Source: an optimization exercise on an open RTL-to-GDS flow (aim: small area, a short achievable clock period and few clock cycles). Production flows keep margins and buffers that such runs may drop.
At most, simulation tests tie the RTL to the original design; equivalence was not proved.

==> run E: inputs <==
Design calendar_date_stepper, start of the top module:
module calendar_date_stepper
#(
    parameter int unsigned MAX_YEAR = 9999
) (
    input  logic               aclk,
    input  logic               aresetn,
    input  logic               cfg_wr_en,
    input  logic [MASK_W-1:0]  cfg_wr_data,
    input  logic               s_valid,
    output logic               s_ready,
    input  logic [1:0]         s_req_type,
    input  logic               s_step_back,
    input  logic [COUNT_W-1:0] s_step_count,
    input  logic [DAY_W-1:0]   s_load_day,
    input  logic [MONTH_W-1:0] s_load_month,
    input  logic [YEAR_W-1:0]  s_load_year,
    output logic               m_valid,
    input  logic               m_ready,
    output logic [DAY_W-1:0]   m_out_day,
    output logic [MONTH_W-1:0] m_out_month,
    output logic [YEAR_W-1:0]  m_out_year,
    output logic [WD_W-1:0]    m_weekday,
    output logic [DOY_W-1:0]   m_day_of_year,
    output logic               m_is_leap,
    output logic [DAY_W-1:0]   m_month_length,
    output logic               m_date_valid,
    output logic               m_is_weekend,
    output logic               m_range_error
);
clock: 9.0 ns
lec_check: 0
cap_margin: 20
core_margin: 2
core_utilization: 40
slew_margin: 20
run.sh (not shown) runs the stock make flow with config.mk's settings and CLKGATE_MAP_FILE= SYNTH_SCRIPT=/design/flow/synth_recipe.tcl, a recipe that flattens the netlist after the stock synthesis.
==> inputs of run X, as changes to run E <==
--- a/flow/design.v
+++ b/flow/design.v
@@ -171,10 +171,11 @@
     localparam logic signed [15:0] MAXY = 16'(MAX_YEAR);
     typedef enum logic [2:0] {
         ST_IDLE = 3'd0,
         ST_D1   = 3'd1,
         ST_D2   = 3'd2,
+        ST_M1   = 3'd3,
         ST_M2   = 3'd4,
         ST_G    = 3'd5,
         ST_RW   = 3'd6
     } state_t;
     state_t st;
@@ -191,13 +192,11 @@
     logic        mvalid;
     logic [8:0]  yc400;    
     logic [6:0]  mask;
     logic               rmon;     
     logic               rback;
-    logic signed [10:0] acc;
-    logic signed [9:0]  de;
-    logic               wc;
+    logic signed [17:0] acc;
     logic [2:0]         wdn;
     logic signed [15:0] wy;
     logic signed [10:0] wx;
     logic [3:0]         wm;
     logic [4:0]         wdd;
@@ -226,38 +225,29 @@
     logic [2:0] nsel;
     assign nsel     = s_step_back ? ~nmod7 : nmod7;
     assign wsum     = 4'(o_wd) + 4'(nsel);
     assign wdn_next = (wsum >= 4'd7) ? 3'(wsum + 4'd1) : wsum[2:0];
     logic [8:0] doy_m1;
+    logic [3:0] mterm;
     assign doy_m1 = o_doy - 9'd1;
-    assign acc_a  = s_step_back ? o_doy : doy_m1;
-    assign acc_b  = s_step_back ? ~{2'b00, s_step_count} : {2'b00, s_step_count};
+    assign mterm  = s_step_back ? 4'd12 - o_month : o_month - 4'd1;
+    assign acc_a  = is_day ? (s_step_back ? o_doy : doy_m1) : 9'(mterm);
+    assign acc_b  = (is_day && s_step_back) ? ~{2'b00, s_step_count} : {2'b00, s_step_count};
     assign acc_acc = 18'(acc_a) + acc_b;
     logic signed [10:0] a7;
     logic signed [16:0] prod45;
-    logic signed [9:0]  de_next;
-    assign a7      = acc_acc[17:7];
-    assign prod45  = (17'(a7) <<< 5) + (17'(a7) <<< 3) + (17'(a7) <<< 2) + 17'(a7);
-    assign de_next = 10'(prod45 >>> 7);
-    logic [13:0] n3q;
-    logic [1:0]  n3r;
-    logic [3:0]  mterm;
-    logic [4:0]  mt;
-    logic        mcar;
-    logic [3:0]  mr;
-    cds_div3 #(.W(14)) u_div3 (.x(s_step_count[15:2]), .q(n3q), .r(n3r));
-    assign mterm = s_step_back ? 4'd12 - o_month : o_month - 4'd1;
-    assign mt    = 5'({n3r, s_step_count[1:0]}) + 5'(mterm);
-    assign mcar  = (mt >= 5'd12);
-    assign mr    = mcar ? 4'(mt - 5'd12) : mt[3:0];
+    logic signed [9:0]  de;
     logic signed [10:0] xe;
     logic signed [10:0] t4, t4s, d4, pd;
     logic [2:0]         cnt;
     logic [2:0]         kx;
     logic [10:0]        dy365;
     logic signed [10:0] r0;
     logic               e_lp, e_lm, e_lpp;
+    assign a7     = acc[17:7];
+    assign prod45 = (17'(a7) <<< 5) + (17'(a7) <<< 3) + (17'(a7) <<< 2) + 17'(a7);
+    assign de     = 10'(prod45 >>> 7);
     assign xe     = 11'(yc400) + 11'(de);
     assign t4     = 11'(yc400[1:0]) + 11'(de) + 11'sd3;
     assign t4s    = t4 >>> 2;
     assign d4     = t4s - 11'(yc400[1:0] != 2'd0);
     assign cnt    = 3'(xe > -11'sd100) + 3'(xe > 11'sd0) + 3'(xe > 11'sd100) + 3'(xe > 11'sd200)
@@ -299,30 +289,37 @@
     assign lfin  = rneg ? fl_m : rover ? fl_p : fl_e;
     cds_doy_split u_split (.r(rfix[8:0]), .leap(lfin), .m(dc_m), .d(dc_d));
     cds_month_len u_dclen (.leap(lfin), .m(dc_m), .len(dc_len));
     assign dc_hi = (yfin > MAXY);
     assign dc_lo = (yfin < 16'sd1);
+    logic [14:0] m3q;
+    logic [1:0]  m3r;
+    logic [12:0] mq;
+    logic [3:0]  mr;
+    cds_div3 #(.W(15)) u_div3 (.x(acc[16:2]), .q(m3q), .r(m3r));
+    assign mq = m3q[12:0];
+    assign mr = {m3r, acc[1:0]};
     logic signed [15:0] ymv;
     logic               f_hi, f_lo;
     logic [13:0]        yc;
     logic [3:0]         mc;
     logic [1:0]         dys;
     logic signed [3:0]  nf;
     logic               h30;
     logic [13:0]        fy;
     logic [7:0]         fq;
     logic [6:0]         frem;
-    assign ymv  = 16'(o_year) + (rback ? ~{3'b0, wq} : {3'b0, wq}) + 16'(rback ? !wc : wc);
+    assign ymv  = 16'(o_year) + (rback ? ~{3'b0, wq} : {3'b0, wq}) + 16'(rback);
     assign f_hi = !rback && (ymv > MAXY);
     assign f_lo = rback && (ymv < 16'sd1);
     assign yc   = f_hi ? 14'(MAX_YEAR) : f_lo ? 14'd1 : ymv[13:0];
     assign mc   = f_hi ? 4'd12 : f_lo ? 4'd1 : wm;
     always_comb begin
         if (f_hi)                 dys = (o_year >= 14'd9997) ? 2'(2'd3 - o_year[1:0]) : 2'd3;
         else if (f_lo)            dys = (o_year <= 14'd3) ? 2'(o_year - 14'd1) : 2'd3;
-        else if ((wq >= 13'd3) || ((wq == 13'd2) && wc)) dys = 2'd3;
-        else                      dys = wq[1:0] + 2'(wc);
+        else if (wq >= 13'd3)     dys = 2'd3;
+        else                      dys = wq[1:0];
     end
     always_comb begin
         if (!rback) nf = 4'(dys) - 4'(mc == 4'd1) + 4'(o_month == 4'd1);
         else        nf = 4'(dys) - 4'(o_month < 4'd3) + 4'(mc < 4'd3);
     end
@@ -405,17 +402,18 @@
             else if (m_ready)                     mvalid <= 1'b0;
             unique case (st)
                 ST_IDLE: begin
                     if (s_valid) begin
                         if (s_req_type == 2'd0) st <= ST_G;
-                        else if (acc_step)      st <= is_day ? ST_D1 : ST_M2;
+                        else if (acc_step)      st <= is_day ? ST_D1 : ST_M1;
                         else if (!outfree)      st <= ST_RW;
                     end
                 end
                 ST_RW:   if (outfree) st <= ST_IDLE;
                 ST_D1:   st <= ST_D2;
                 ST_D2:   if (outfree) st <= ST_IDLE;
+                ST_M1:   st <= ST_M2;
                 ST_M2:   st <= ST_G;
                 ST_G:    if (outfree) st <= ST_IDLE;
                 default: st <= ST_IDLE;
             endcase
             if (commit_r) begin
@@ -455,36 +453,38 @@
     end
     always_ff @(posedge aclk) begin
         unique case (st)
             ST_IDLE: begin
                 rback <= s_step_back;
-                acc   <= acc_acc[10:0];
-                de    <= de_next;
-                wc    <= mcar;
+                acc   <= acc_acc;
                 wdn   <= wdn_next;
                 rmon  <= is_mon;
                 werr  <= is_step && !fit;
-                wq    <= is_mon ? n3q[12:0] : 13'(fq);
+                wq    <= 13'(fq);
                 wrem  <= frem;
                 if (s_req_type == 2'd0) begin
                     wdd <= s_load_day;
                     wm  <= s_load_month;
                     wy  <= 16'(s_load_year);
                 end else begin
                     wdd <= o_day;
-                    wm  <= s_step_back ? 4'd12 - mr : mr + 4'd1;
+                    wm  <= o_month;
                     wy  <= 16'(o_year);
                 end
             end
             ST_D1: begin
-                acc  <= r0;
+                acc  <= 18'(r0);
                 wy   <= 16'(o_year) + 16'(de);
                 wx   <= xe;
                 fl_e <= e_lp;
                 fl_m <= e_lm;
                 fl_p <= e_lpp;
             end
+            ST_M1: begin
+                wq <= mq;
+                wm <= rback ? 4'd12 - mr : mr + 4'd1;
+            end
             ST_M2: begin
                 wy    <= 16'(yc);
                 wm    <= mc;
                 werr  <= f_hi || f_lo;
                 wq    <= 13'(fq);
CORE_UTILIZATION = 60   (was 40)
SETUP_SLACK_MARGIN = 2.5   (was unset)
==> inputs of run G, as changes to run E <==
--- a/flow/design.v
+++ b/flow/design.v
@@ -214,11 +214,11 @@
     logic [2:0]  nmod7;
     logic [3:0]  wsum;
     logic [2:0]  wdn_next;
     logic signed [17:0] acc_acc;
     logic [8:0]  acc_a;
-    logic [17:0] acc_b;
+    logic signed [17:0] acc_b;
     assign fit     = o_valid && (o_year != 14'd0) && (o_year <= 14'(MAX_YEAR));
     assign is_day  = (s_req_type == 2'd1);
     assign is_mon  = (s_req_type == 2'd2);
     assign is_step = is_day || is_mon;
     assign nz_cnt  = (s_step_count != 16'd0);
@@ -230,16 +230,18 @@
     logic [8:0] doy_m1;
     assign doy_m1 = o_doy - 9'd1;
     assign acc_a  = s_step_back ? o_doy : doy_m1;
     assign acc_b  = s_step_back ? ~{2'b00, s_step_count} : {2'b00, s_step_count};
     assign acc_acc = 18'(acc_a) + acc_b;
-    logic signed [10:0] a7;
-    logic signed [16:0] prod45;
+    logic signed [23:0] bx, p45;
     logic signed [9:0]  de_next;
-    assign a7      = acc_acc[17:7];
-    assign prod45  = (17'(a7) <<< 5) + (17'(a7) <<< 3) + (17'(a7) <<< 2) + 17'(a7);
-    assign de_next = 10'(prod45 >>> 7);
+    logic signed [10:0] xe_next;
+    assign bx      = 24'(acc_b);
+    assign p45     = (bx <<< 5) + (bx <<< 3) + (bx <<< 2) + bx
+                     + 24'({acc_a, 5'b0}) + 24'({acc_a, 3'b0}) + 24'({acc_a, 2'b0}) + 24'(acc_a);
+    assign de_next = 10'(p45 >>> 14);
+    assign xe_next = 11'(yc400) + 11'(de_next);
     logic [13:0] n3q;
     logic [1:0]  n3r;
     logic [3:0]  mterm;
     logic [4:0]  mt;
     logic        mcar;
@@ -247,35 +249,33 @@
     cds_div3 #(.W(14)) u_div3 (.x(s_step_count[15:2]), .q(n3q), .r(n3r));
     assign mterm = s_step_back ? 4'd12 - o_month : o_month - 4'd1;
     assign mt    = 5'({n3r, s_step_count[1:0]}) + 5'(mterm);
     assign mcar  = (mt >= 5'd12);
     assign mr    = mcar ? 4'(mt - 5'd12) : mt[3:0];
-    logic signed [10:0] xe;
     logic signed [10:0] t4, t4s, d4, pd;
     logic [2:0]         cnt;
     logic [2:0]         kx;
     logic [10:0]        dy365;
     logic signed [10:0] r0;
     logic               e_lp, e_lm, e_lpp;
-    assign xe     = 11'(yc400) + 11'(de);
     assign t4     = 11'(yc400[1:0]) + 11'(de) + 11'sd3;
     assign t4s    = t4 >>> 2;
     assign d4     = t4s - 11'(yc400[1:0] != 2'd0);
-    assign cnt    = 3'(xe > -11'sd100) + 3'(xe > 11'sd0) + 3'(xe > 11'sd100) + 3'(xe > 11'sd200)
-                    + 3'(xe > 11'sd300) + 3'(xe > 11'sd400) + 3'(xe > 11'sd500);
+    assign cnt    = 3'(wx > -11'sd100) + 3'(wx > 11'sd0) + 3'(wx > 11'sd100) + 3'(wx > 11'sd200)
+                    + 3'(wx > 11'sd300) + 3'(wx > 11'sd400) + 3'(wx > 11'sd500);
     assign kx     = 3'(yc400 > 9'd0) + 3'(yc400 > 9'd100) + 3'(yc400 > 9'd200) + 3'(yc400 > 9'd300);
-    assign pd     = d4 - 11'(cnt) + 11'(kx) + 11'(xe > 11'sd0) + 11'(xe > 11'sd400)
+    assign pd     = d4 - 11'(cnt) + 11'(kx) + 11'(wx > 11'sd0) + 11'(wx > 11'sd400)
                     - 11'(yc400 != 9'd0) + 11'sd1;
     assign dy365  = (11'(de) << 8) + (11'(de) << 6) + (11'(de) << 5) + (11'(de) << 3)
                     + (11'(de) << 2) + 11'(de);
     assign r0     = acc[10:0] - dy365 - pd;
-    assign e_lp   = (xe[1:0] == 2'd0) && (xe != -11'sd100) && (xe != 11'sd100) && (xe != 11'sd200)
-                    && (xe != 11'sd300) && (xe != 11'sd500);
-    assign e_lm   = (xe[1:0] == 2'd1) && (xe != -11'sd99) && (xe != 11'sd101) && (xe != 11'sd201)
-                    && (xe != 11'sd301) && (xe != 11'sd501);
-    assign e_lpp  = (xe[1:0] == 2'd3) && (xe != -11'sd101) && (xe != 11'sd99) && (xe != 11'sd199)
-                    && (xe != 11'sd299) && (xe != 11'sd499);
+    assign e_lp   = (wx[1:0] == 2'd0) && (wx != -11'sd100) && (wx != 11'sd100) && (wx != 11'sd200)
+                    && (wx != 11'sd300) && (wx != 11'sd500);
+    assign e_lm   = (wx[1:0] == 2'd1) && (wx != -11'sd99) && (wx != 11'sd101) && (wx != 11'sd201)
+                    && (wx != 11'sd301) && (wx != 11'sd501);
+    assign e_lpp  = (wx[1:0] == 2'd3) && (wx != -11'sd101) && (wx != 11'sd99) && (wx != 11'sd199)
+                    && (wx != 11'sd299) && (wx != 11'sd499);
     logic               rneg, rover;
     logic [9:0]         rfix;
     logic signed [15:0] yfin;
     logic signed [10:0] xfin;
     logic [8:0]         ycfin;
@@ -325,11 +325,11 @@
     always_comb begin
         if (!rback) nf = 4'(dys) - 4'(mc == 4'd1) + 4'(o_month == 4'd1);
         else        nf = 4'(dys) - 4'(o_month < 4'd3) + 4'(mc < 4'd3);
     end
     cds_pass30 u_p30 (.back(rback), .from(o_month), .to(mc), .hit(h30));
-    assign fy = (st == ST_IDLE) ? s_load_year : yc;
+    assign fy = (st == ST_IDLE) ? s_load_year : ymv[13:0];
     cds_div100 u_div100 (.y(fy), .q(fq), .rem(frem));
     logic        g_lp, g_lm, g_lpp, g_feb;
     logic [4:0]  g_l, g_d, g_len;
     logic        g_valid;
     logic [8:0]  g_cum, g_doy;
@@ -352,11 +352,10 @@
     assign g_valid = (g_len != 5'd0) && (g_d != 5'd0) && (g_d <= g_len);
     assign g_doy   = g_cum + 9'(g_lp && (wm > 4'd2)) + 9'(g_d);
     logic [1:0]  g_a4;
     logic        g_bnz, g_xnz;
     logic [4:0]  g_k;
-    logic [10:0] g_s;
     assign g_a4    = wq[1:0];
     assign g_bnz   = (wrem != 7'd0);
     assign g_xnz   = g_bnz || (g_a4 != 2'd0);
     always_comb begin
         case (g_a4)
@@ -364,13 +363,28 @@
             2'd1:    g_k = 5'd10;
             2'd2:    g_k = 5'd15;
             default: g_k = 5'd20;
         endcase
     end
-    assign g_s     = 11'(wrem) + 11'((8'(wrem) + 8'd3) >> 2) + 11'(g_doy) + 11'(g_k)
-                     - 11'(g_bnz) + 11'(g_xnz);
-    cds_mod7 u_gmod7 (.x(16'(g_s)), .r(g_wd));
+    logic [7:0] g_yp;
+    logic [2:0] g_ym, g_cm;
+    logic [5:0] g_ds;
+    assign g_yp = 8'(wrem) + 8'((8'(wrem) + 8'd3) >> 2) + 8'(g_k) - 8'(g_bnz) + 8'(g_xnz);
+    cds_mod7 u_ymod7 (.x(16'(g_yp)), .r(g_ym));
+    always_comb begin
+        case (wm)
+            4'd2, 4'd3, 4'd11: g_cm = 3'd3;
+            4'd4, 4'd7:        g_cm = 3'd6;
+            4'd5:              g_cm = 3'd1;
+            4'd6:              g_cm = 3'd4;
+            4'd8:              g_cm = 3'd2;
+            4'd9, 4'd12:       g_cm = 3'd5;
+            default:           g_cm = 3'd0;
+        endcase
+    end
+    assign g_ds = 6'(g_ym) + 6'(g_cm) + 6'(g_lp && (wm > 4'd2)) + 6'(g_d);
+    cds_mod7 u_gmod7 (.x(16'(g_ds)), .r(g_wd));
     always_comb begin
         case (g_a4)
             2'd0:    g_yc400 = 9'(wrem);
             2'd1:    g_yc400 = 9'd100 + 9'(wrem);
             2'd2:    g_yc400 = 9'd200 + 9'(wrem);
@@ -457,10 +471,11 @@
         unique case (st)
             ST_IDLE: begin
                 rback <= s_step_back;
                 acc   <= acc_acc[10:0];
                 de    <= de_next;
+                wx    <= xe_next;
                 wc    <= mcar;
                 wdn   <= wdn_next;
                 rmon  <= is_mon;
                 werr  <= is_step && !fit;
                 wq    <= is_mon ? n3q[12:0] : 13'(fq);
@@ -476,21 +491,20 @@
                 end
             end
             ST_D1: begin
                 acc  <= r0;
                 wy   <= 16'(o_year) + 16'(de);
-                wx   <= xe;
                 fl_e <= e_lp;
                 fl_m <= e_lm;
                 fl_p <= e_lpp;
             end
             ST_M2: begin
                 wy    <= 16'(yc);
                 wm    <= mc;
                 werr  <= f_hi || f_lo;
-                wq    <= 13'(fq);
-                wrem  <= frem;
+                wq    <= f_hi ? 13'd99 : f_lo ? 13'd0 : 13'(fq);
+                wrem  <= f_hi ? 7'd99 : f_lo ? 7'd1 : frem;
                 nfc   <= (nf >= 4'sd2) ? 2'd2 : (nf == 4'sd1) ? 2'd1 : 2'd0;
                 has30 <= h30;
             end
             default: ;
         endcase
==> qor summary <==
| quantity | run X | run G | run E |
|---|---|---|---|
| Run status | complete, but fails checks | complete, but fails checks | complete, but fails checks |
| Violated checks | setup timing | setup timing | setup timing |
| Die area | 39600 sq um | 64300 sq um | 59400 sq um |
| Met3 wire length | 7420 um | 4840 um | 4620 um |
| Worst min-delay path endpoint | o_err | o_year[7] | o_len[3] |
| Plain + repair buffers | 613 | 300 | 541 |
| Filler cell count in the final layout | 2436 | 6001 | 5320 |
| Critical Path End | acc[15] | o_wkend | wq[6] |
| Area of combinational cells with multiple inputs | 18900 sq um | 19500 sq um | 18200 sq um |
| Post-Syn Area | 22800 sq um | 24900 sq um | 23000 sq um |
| Worst r2r path cells | 52 | 46 | 41 |
| Total stage count of the critical path | 52 | 46 | 41 |
| Compound-cell area share of the yosys netlist | 0.208 | 0.205 | 0.217 |
| Achievable Freq | 87.5 MHz | 110 MHz | 98.9 MHz |
| First-pass GRT wire length | 125000 um | 127000 um | 125000 um |
| Die Ht | 199 um | 254 um | 244 um |
| Top routing layer in use | met5 | met4 | met4 |
| Arrival time of the worst setup path | 11.61 ns | 9.40 ns | 10.36 ns |
| Worst rel slew slack | 0.248 | 0.258 | 0.312 |
| Buffer count from post-CTS setup fixing | 64 | 9 | 34 |
| Met3 usage in global routing | 0.0751 | 0.0339 | 0.0376 |
| Antenna violations before repair | 1 | 2 | 0 |
| Worst slack after detailed placement | -2.51 ns | -0.441 ns | -1.34 ns |
Testbench counts of run X, summed over its fixed seeds: cycles 2,927.
The RTL of run E and run G was laid out without a check of its function.

[what the ideal ports hide]
In the flow no input, the clock included, has a driving cell. The finished layouts below were timed again as built, in two steps.
Step 1 assumes that a clkbuf_16 drives the clock port and a buf_2 every other input.
Step 2 times the ports against the registers' clock, not the clock port: input delays grow and output delays shrink by t, the midpoint of the rising clock arrivals with the driver on.
Slacks: ideal / step 1 / step 2; pairs: ideal / step 1.
run	t, ns	setup slack, ns	worst setup path after step 2	clock arrival spread, ns	pins driven straight from the clock port
run E	0.537	-1.109 / -1.109 / -1.109	register to register	0.017 / 0.016	1
run X	0.514	-2.423 / -2.423 / -2.423	register to register	0.013 / 0.013	1
run G	0.538	-0.081 / -0.081 / -0.081	register to register	0.017 / 0.017	1
